Background: an optimization exercise with open tools, aiming at small area. Do not read the settings as production practice. In this exercise RTL edits were held to simulation tests only and were not proved equivalent to the original. Power is estimated from default activity; no workload was simulated.

## design/flow/run.sh

```bash
#!/bin/bash
# synth_recipe.tcl (not shown) runs the flow's synth.tcl, then flattens the netlist and writes it again
# the make line also repeats each setting of config.mk as NAME=value (left out here)
make -C /OpenROAD-flow-scripts/flow DESIGN_CONFIG=/design/flow/config.mk WORK_HOME=/design/flow/orfs CLKGATE_MAP_FILE= SYNTH_SCRIPT=/design/flow/synth_recipe.tcl finish
```

## design/flow/config.mk

```make
export PLATFORM = sky130hd
export DESIGN_NAME = reg_file_sb
export DESIGN_NICKNAME = reg_file_sb
export VERILOG_FILES = /design/flow/design.v
export SDC_FILE = /design/flow/constraint.sdc
export NUM_CORES = 4
export LEC_CHECK = 0
export CAP_MARGIN = 20
export CORE_MARGIN = 2
export CORE_UTILIZATION = 40
export SLEW_MARGIN = 20
```

## design/flow/constraint.sdc

```tcl
create_clock -name core_clock -period 5.0 [get_ports {clk}]
set_input_delay 1.0000 -clock core_clock [delete_from_list [all_inputs] [get_ports {clk}]]
set_output_delay 1.0000 -clock core_clock [all_outputs]
set_load 0.01 [all_outputs]
```

## design/flow/design.v

```verilog
package reg_file_pkg;
  localparam int DATA_W_DEF = 32;
  localparam int ADDR_W_DEF = 5;
  localparam int NUM_RD_DEF = 2;
  typedef enum logic {
    ZERO_REG_OFF = 1'b0,
    ZERO_REG_ON  = 1'b1
  } zero_reg_e;
  function automatic integer slice_off(input integer idx, input integer width);
    slice_off = idx * width;
  endfunction
endpackage
module rf_scoreboard
#(
  parameter int        ADDR_W   = reg_file_pkg::ADDR_W_DEF,
  parameter logic      ZERO_REG = 1'b1   
) (
  input  logic                 clk,
  input  logic                 reset,
  input  logic                 wr_en,
  input  logic [ADDR_W-1:0]    wr_addr,
  input  logic                 rsv_en,
  input  logic [ADDR_W-1:0]    rsv_addr,
  input  logic                 flush,
  output logic [2**ADDR_W-1:0] busy_vec
);
  localparam int DEPTH = 2**ADDR_W;
  logic [DEPTH-1:0] busy_d, busy_q;
  always_comb begin
    busy_d = busy_q;
    if (wr_en)  busy_d[wr_addr]  = 1'b0;
    if (rsv_en) busy_d[rsv_addr] = 1'b1;
    if (flush)  busy_d           = '0;
    if (ZERO_REG == 1'b1) busy_d[0] = 1'b0;
  end
  always_ff @(posedge clk or negedge reset) begin
    if (!reset) busy_q <= '0;
    else        busy_q <= busy_d;
  end
  assign busy_vec = busy_q;
endmodule
module reg_file_sb
#(
  parameter int        DATA_W   = reg_file_pkg::DATA_W_DEF,
  parameter int        ADDR_W   = reg_file_pkg::ADDR_W_DEF,
  parameter int        NUM_RD   = reg_file_pkg::NUM_RD_DEF,
  parameter logic      ZERO_REG = 1'b1   
) (
  input  logic                     clk,
  input  logic                     reset,
  input  logic                     rd_en,
  input  logic [NUM_RD*ADDR_W-1:0] rd_addr,
  output logic [NUM_RD*DATA_W-1:0] rd_data,
  output logic [NUM_RD-1:0]        rd_busy,
  input  logic                     wr_en,
  input  logic [ADDR_W-1:0]        wr_addr,
  input  logic [DATA_W-1:0]        wr_data,
  input  logic                     rsv_en,
  input  logic [ADDR_W-1:0]        rsv_addr,
  input  logic                     flush,
  output logic [2**ADDR_W-1:0]     busy_vec
);
  localparam int DEPTH = 2**ADDR_W;
  logic [DEPTH-1:0][DATA_W-1:0] mem_d, mem_q;
  logic [NUM_RD*DATA_W-1:0]     rd_data_d, rd_data_q;
  logic [NUM_RD-1:0]            rd_busy_d, rd_busy_q;
  logic [ADDR_W-1:0]            rd_idx [NUM_RD];
  logic [DEPTH-1:0]             busy_q;
  logic                         wr_fire;
  rf_scoreboard #(
    .ADDR_W  (ADDR_W),
    .ZERO_REG(ZERO_REG)
  ) u_scoreboard (
    .clk     (clk),
    .reset   (reset),
    .wr_en   (wr_en),
    .wr_addr (wr_addr),
    .rsv_en  (rsv_en),
    .rsv_addr(rsv_addr),
    .flush   (flush),
    .busy_vec(busy_q)
  );
  assign wr_fire = wr_en &&
                   !((ZERO_REG == 1'b1) && (wr_addr == '0));
  always_comb begin
    for (int i = 0; i < NUM_RD; i++) begin
      rd_idx[i] = rd_addr[reg_file_pkg::slice_off(i, ADDR_W) +: ADDR_W];
    end
  end
  always_comb begin
    mem_d = mem_q;
    if (wr_fire) mem_d[wr_addr] = wr_data;
  end
  always_comb begin
    rd_data_d = rd_data_q;
    rd_busy_d = rd_busy_q;
    if (rd_en) begin
      for (int i = 0; i < NUM_RD; i++) begin
        rd_data_d[reg_file_pkg::slice_off(i, DATA_W) +: DATA_W] =
          (wr_fire && (wr_addr == rd_idx[i])) ? wr_data : mem_q[rd_idx[i]];
        rd_busy_d[i] = busy_q[rd_idx[i]] &
                       ~(wr_en && (wr_addr == rd_idx[i]));
      end
    end
  end
  always_ff @(posedge clk or negedge reset) begin
    if (!reset) begin
      mem_q     <= '0;
      rd_data_q <= '0;
      rd_busy_q <= '0;
    end else begin
      mem_q     <= mem_d;
      rd_data_q <= rd_data_d;
      rd_busy_q <= rd_busy_d;
    end
  end
  assign rd_data  = rd_data_q;
  assign rd_busy  = rd_busy_q;
  assign busy_vec = busy_q;
endmodule
```

==> results_dict.tcl <==
set metrics [dict create \
    finalCritPeriodShare_pct 69.7 \
    cts_root_buffer "clkbuf_16" \
    ys.flop_type "dfrtp_1" \
    r2r_start "mem_q[787]" \
    ctsLongestPathBuffers 3 \
    synth_seq_area_share_pct 47.6 \
    cts_hold_buf 0 \
    fin_worst_skew_ns 0.0225 \
    required_ns 5.64 \
    p_sw_mw 8.04 \
    r2r_cells 5 \
    layout-drive-gt1-share_pct 45.0 \
    hold_viol_final 0 \
    synth_edf_count 0 \
    cp.arrival_ns 4.13 \
    fp.dieW_um 388 \
    core-area_um2 146000 \
    maxSlewViolCount 0 \
    async_reset_ff_share_pct 100 \
    via_count 37800 \
    ys_ff_latch 1121 \
    portBuffers 154 \
    dieArea_um2 150000 \
    htree_levels 4 \
    initial_core_util_pct 40.4 \
    p_total_mw 28.9 \
    hold_path.class "in -> async" \
    pwr-share-seq_pct 44.7 \
    chipHeight_um 388 \
    antenna_found_initial 9 \
    layout.nets 4032 \
    grt_pass1_wl_mm 283 \
    cp_slowest_cell "clkdlybuf4s50_1" \
    fmax_mhz 287 \
    worstMarginPinSlew_ns 1.16 \
    std_cell_rows 140 \
    area_growth_pct 13.4 \
    timing.rr.end "rd_data_q[51]" \
    max_stage_delay_ns 0.53 \
    power_leakage_nw 28.9 \
    routedWlPerCell_um 31.8 \
    finalWirelength_mm 190 \
    syn_inst 3983 \
    grt.total_usage_pct 25.4 \
    path_max_fanout 32 \
    worstSkewPairLatency_ns 0.78 \
    worstSetupStartpointType "primary input" \
    clk_pin_slew_ns 0.06 \
    crit_family "simple AND/OR/NAND/NOR gates" \
    p_clk_share_pct 33.8 \
    swShare_pct 27.8 \
    cts_resized 0 \
    synth_area_per_cell_um2 14.8 \
    fin_setup_tns_ns 0 \
    power.internal_mw 20.9 \
    ir_drop_mv 0.357 \
    grt_pass1_vias 39200 \
    syn_area_um2 59000 \
    yosys_warnings 3 \
    num_io_pins 156 \
    cts_tree "built" \
    worst-setup-path-type "in -> reg" \
    combPwrFrac_pct 21.5 \
    powerDensity_nw_per_um2 432 \
    cts_num_sinks 1121 \
    dr.first_iter.drc_count 3597 \
    critPathBufInv 3 \
    status "finished clean" \
    fin_crit_ns 3.49 \
    grt_remaining_overflow 0 \
    numCtsBuffers 131 \
    path_cells "clkdlybuf4s50_1, inv_2, ha_1, nor3b_1, ha_1, nand2b_1, a211oi_2, buf_4, and2_4, nand2_4, mux2_1" \
    dr.pass1.iters 6 \
    synth_nets 4046 \
    ys_types 68 \
    cap_violations 0 \
    finalSetupViolCount 0 \
    viasPerCell 6.31 \
    grt_start_max_net_pins 137 \
    cts_setup_buffers 0 \
    hpwl_mm 110 \
    antenna_left 0 \
    fillCellCount 12700 \
    regToRegSetupSlack_ns 3.04 \
    place_congestion 0.826 \
    drc_errors 0 \
    maxSlewHeadroom_pct 22.4 \
    rsz0062_at_grt "false" \
    end_kind "flip-flop" \
    cpMostUsedCell "ha_1" \
]
-- state kept, by name, summed over array words and instances, names as in the netlist --
register and flops:
mem_q 1024, rd_busy_q 2, rd_data_q 64, u_scoreboard.busy_q 31
-- metal layers --
metal | part of all wire [%] | global-route usage (%)
met4 | 3.7 | 8.98
met5 | 0.014 | 0
met3 | 6.7 | 4.78
met2 | 48 | 40.9
met1 | 42 | 34.6
-- cell type report --
type                       instances  area, um2  area share (%)
multi-input combinational       2406      28900            43.1
sequential                      1121      28100            41.9
clock buffer                     186       3850            5.76
timing repair buffer             299       3160            4.73
tap                             1917       2400            3.59
clock inverter                    49        515           0.771
inverter                          10       40.0          0.0599
antenna                            3       7.51          0.0112
-- worst max path at each step --
stage | start | endpoint | cells after the start
finish | wr_addr[0] | mem_q[859] | 11
global route | wr_addr[0] | mem_q[859] | 11
CTS | wr_addr[0] | mem_q[834] | 11
detailed placement | wr_addr[0] | mem_q[859] | 11
global placement | wr_addr[0] | mem_q[835] | 11
floorplan | wr_addr[0] | mem_q[1011] | 13
-- worst reg2reg max path: cells and delay by family, from the launching register on --
family,cells,cell delay (ns)
compound gates,3,0.80
flops,1,0.39
mux,1,0.46
simple gates,1,0.18
-- synth_stat cells (3+ instances only) --
| cell | n | area [um2] |
|---|---|---|
| nand2b_1 | 4 | 25.0 |
| nand2_4 | 8 | 90.1 |
| o211ai_1 | 18 | 135 |
| o21ai_0 | 34 | 170 |
| nor3b_1 | 3 | 22.5 |
| buf_2 | 112 | 561 |
| a21oi_1 | 49 | 245 |
| nor2b_1 | 10 | 62.6 |
| mux4_2 | 512 | 11500 |
| xnor2_1 | 12 | 105 |
| nand2_1 | 185 | 694 |
| nand3_1 | 86 | 430 |
| inv_1 | 9 | 33.8 |
| a222oi_1 | 32 | 320 |
| ha_1 | 5 | 62.6 |
| a22o_1 | 33 | 289 |
| o21ai_1 | 32 | 160 |
| buf_1 | 22 | 82.6 |
| mux2_1 | 149 | 1680 |
| mux2i_1 | 86 | 861 |
| nand2_2 | 7 | 43.8 |
| o2bb2ai_1 | 4 | 35.0 |
| a221oi_1 | 32 | 280 |
| nand3b_1 | 4 | 30.0 |
| buf_6 | 28 | 315 |
| nor2_2 | 4 | 25.0 |
| buf_4 | 38 | 285 |
| nor3_1 | 12 | 60.1 |
| a22oi_1 | 102 | 766 |
| o22ai_1 | 15 | 93.8 |
| mux2_2 | 866 | 9750 |
| clkbuf_1 | 246 | 923 |
| nand4_1 | 38 | 238 |
| nor2_1 | 21 | 78.8 |
| dfrtp_1 | 1121 | 28100 |
-- kinds of logic after synthesis --
logic type / synth area share, %
AND/OR/NAND/NOR: 3.34
AO/OA/AOI/OAI: 4.62
buffers and inverters: 3.74
multiplexers: 40.4
adder cells (fa/ha/maj): 0.106
flip-flops: 47.6
other: 0.00636
XOR/XNOR: 0.208
-- per-stage QoR --
stage | util (%) | setup WS (ns) | hold slack (ns) | instance area (um2) | cells
2_1_floorplan | - | 1.11 | 0.441 | 59000 | 3983
6_report | 45.8 | 1.51 | 0.232 | 66900 | 5991
4_1_cts | 45.9 | 1.57 | 0.222 | 67000 | 5988
3_5_place_dp | 42.9 | 0.762 | 0.382 | 62600 | 5753
5_1_grt | 45.8 | 1.42 | 0.251 | 66900 | 5991
3_3_place_gp | 42.9 | 0.731 | 0.379 | 62600 | 5752
-- power groups by stage --
stage	sequential, mW	clock, mW	combinational (mW)
detailed placement	13.1	0	6.23
global route	13.2	10.3	6.67
finish	12.9	9.78	6.21
global placement	13.0	0	6.10
CTS	12.9	9.93	6.26
floorplan	12.4	0	4.69
-- layout by cell type, fill, tap and decap left out, types with 15 or more instances in the layout --
master	netlist	layout
mux2i_1	86	86
a22o_1	33	33
nand3_1	86	86
buf_4	38	97
clkdlybuf4s50_1	0	124
clkbuf_16	0	134
buf_2	112	22
a22oi_1	102	102
nand2_1	185	177
a221oi_1	32	32
mux2_1	149	149
nand2_2	7	15
clkinv_2	0	24
o211ai_1	18	18
a21oi_1	49	49
o21ai_0	34	34
clkbuf_8	0	31
buf_12	0	49
mux2_2	866	866
nand4_1	38	38
a222oi_1	32	32
dfrtp_1	1121	1121
o22ai_1	15	15
o21ai_1	32	32
mux4_2	512	512
clkbuf_1	246	22

-- static timing again, ports no longer ideal --
Ports are ideal in the flow. The routed layout listed here was re-timed in OpenROAD. Step 1: set_driving_cell puts a clkbuf_16 on clk and a buf_2 on each other input, an assumption about the parent block. Step 2, shift: input delay + t, output delay - t, t = (earliest + latest rising clock arrival at the registers) / 2. This alone moves slack from input paths to output paths. Slacks: no drivers / after step 1 / after step 2; pairs: no drivers / after step 1.
shift t [ns]: 0.853
setup slack, ns: 1.514 / 1.576 / 0.723
hold slack, ns: 0.232 / 0.194 / 0.393
worst setup path after step 2: input to register
latest minus earliest clock arrival (ns): 0.031 / 0.031
After both steps this run still meets setup and hold. The setup slack of this run moves by +0.062 ns with the drivers and by -0.791 ns with both steps.
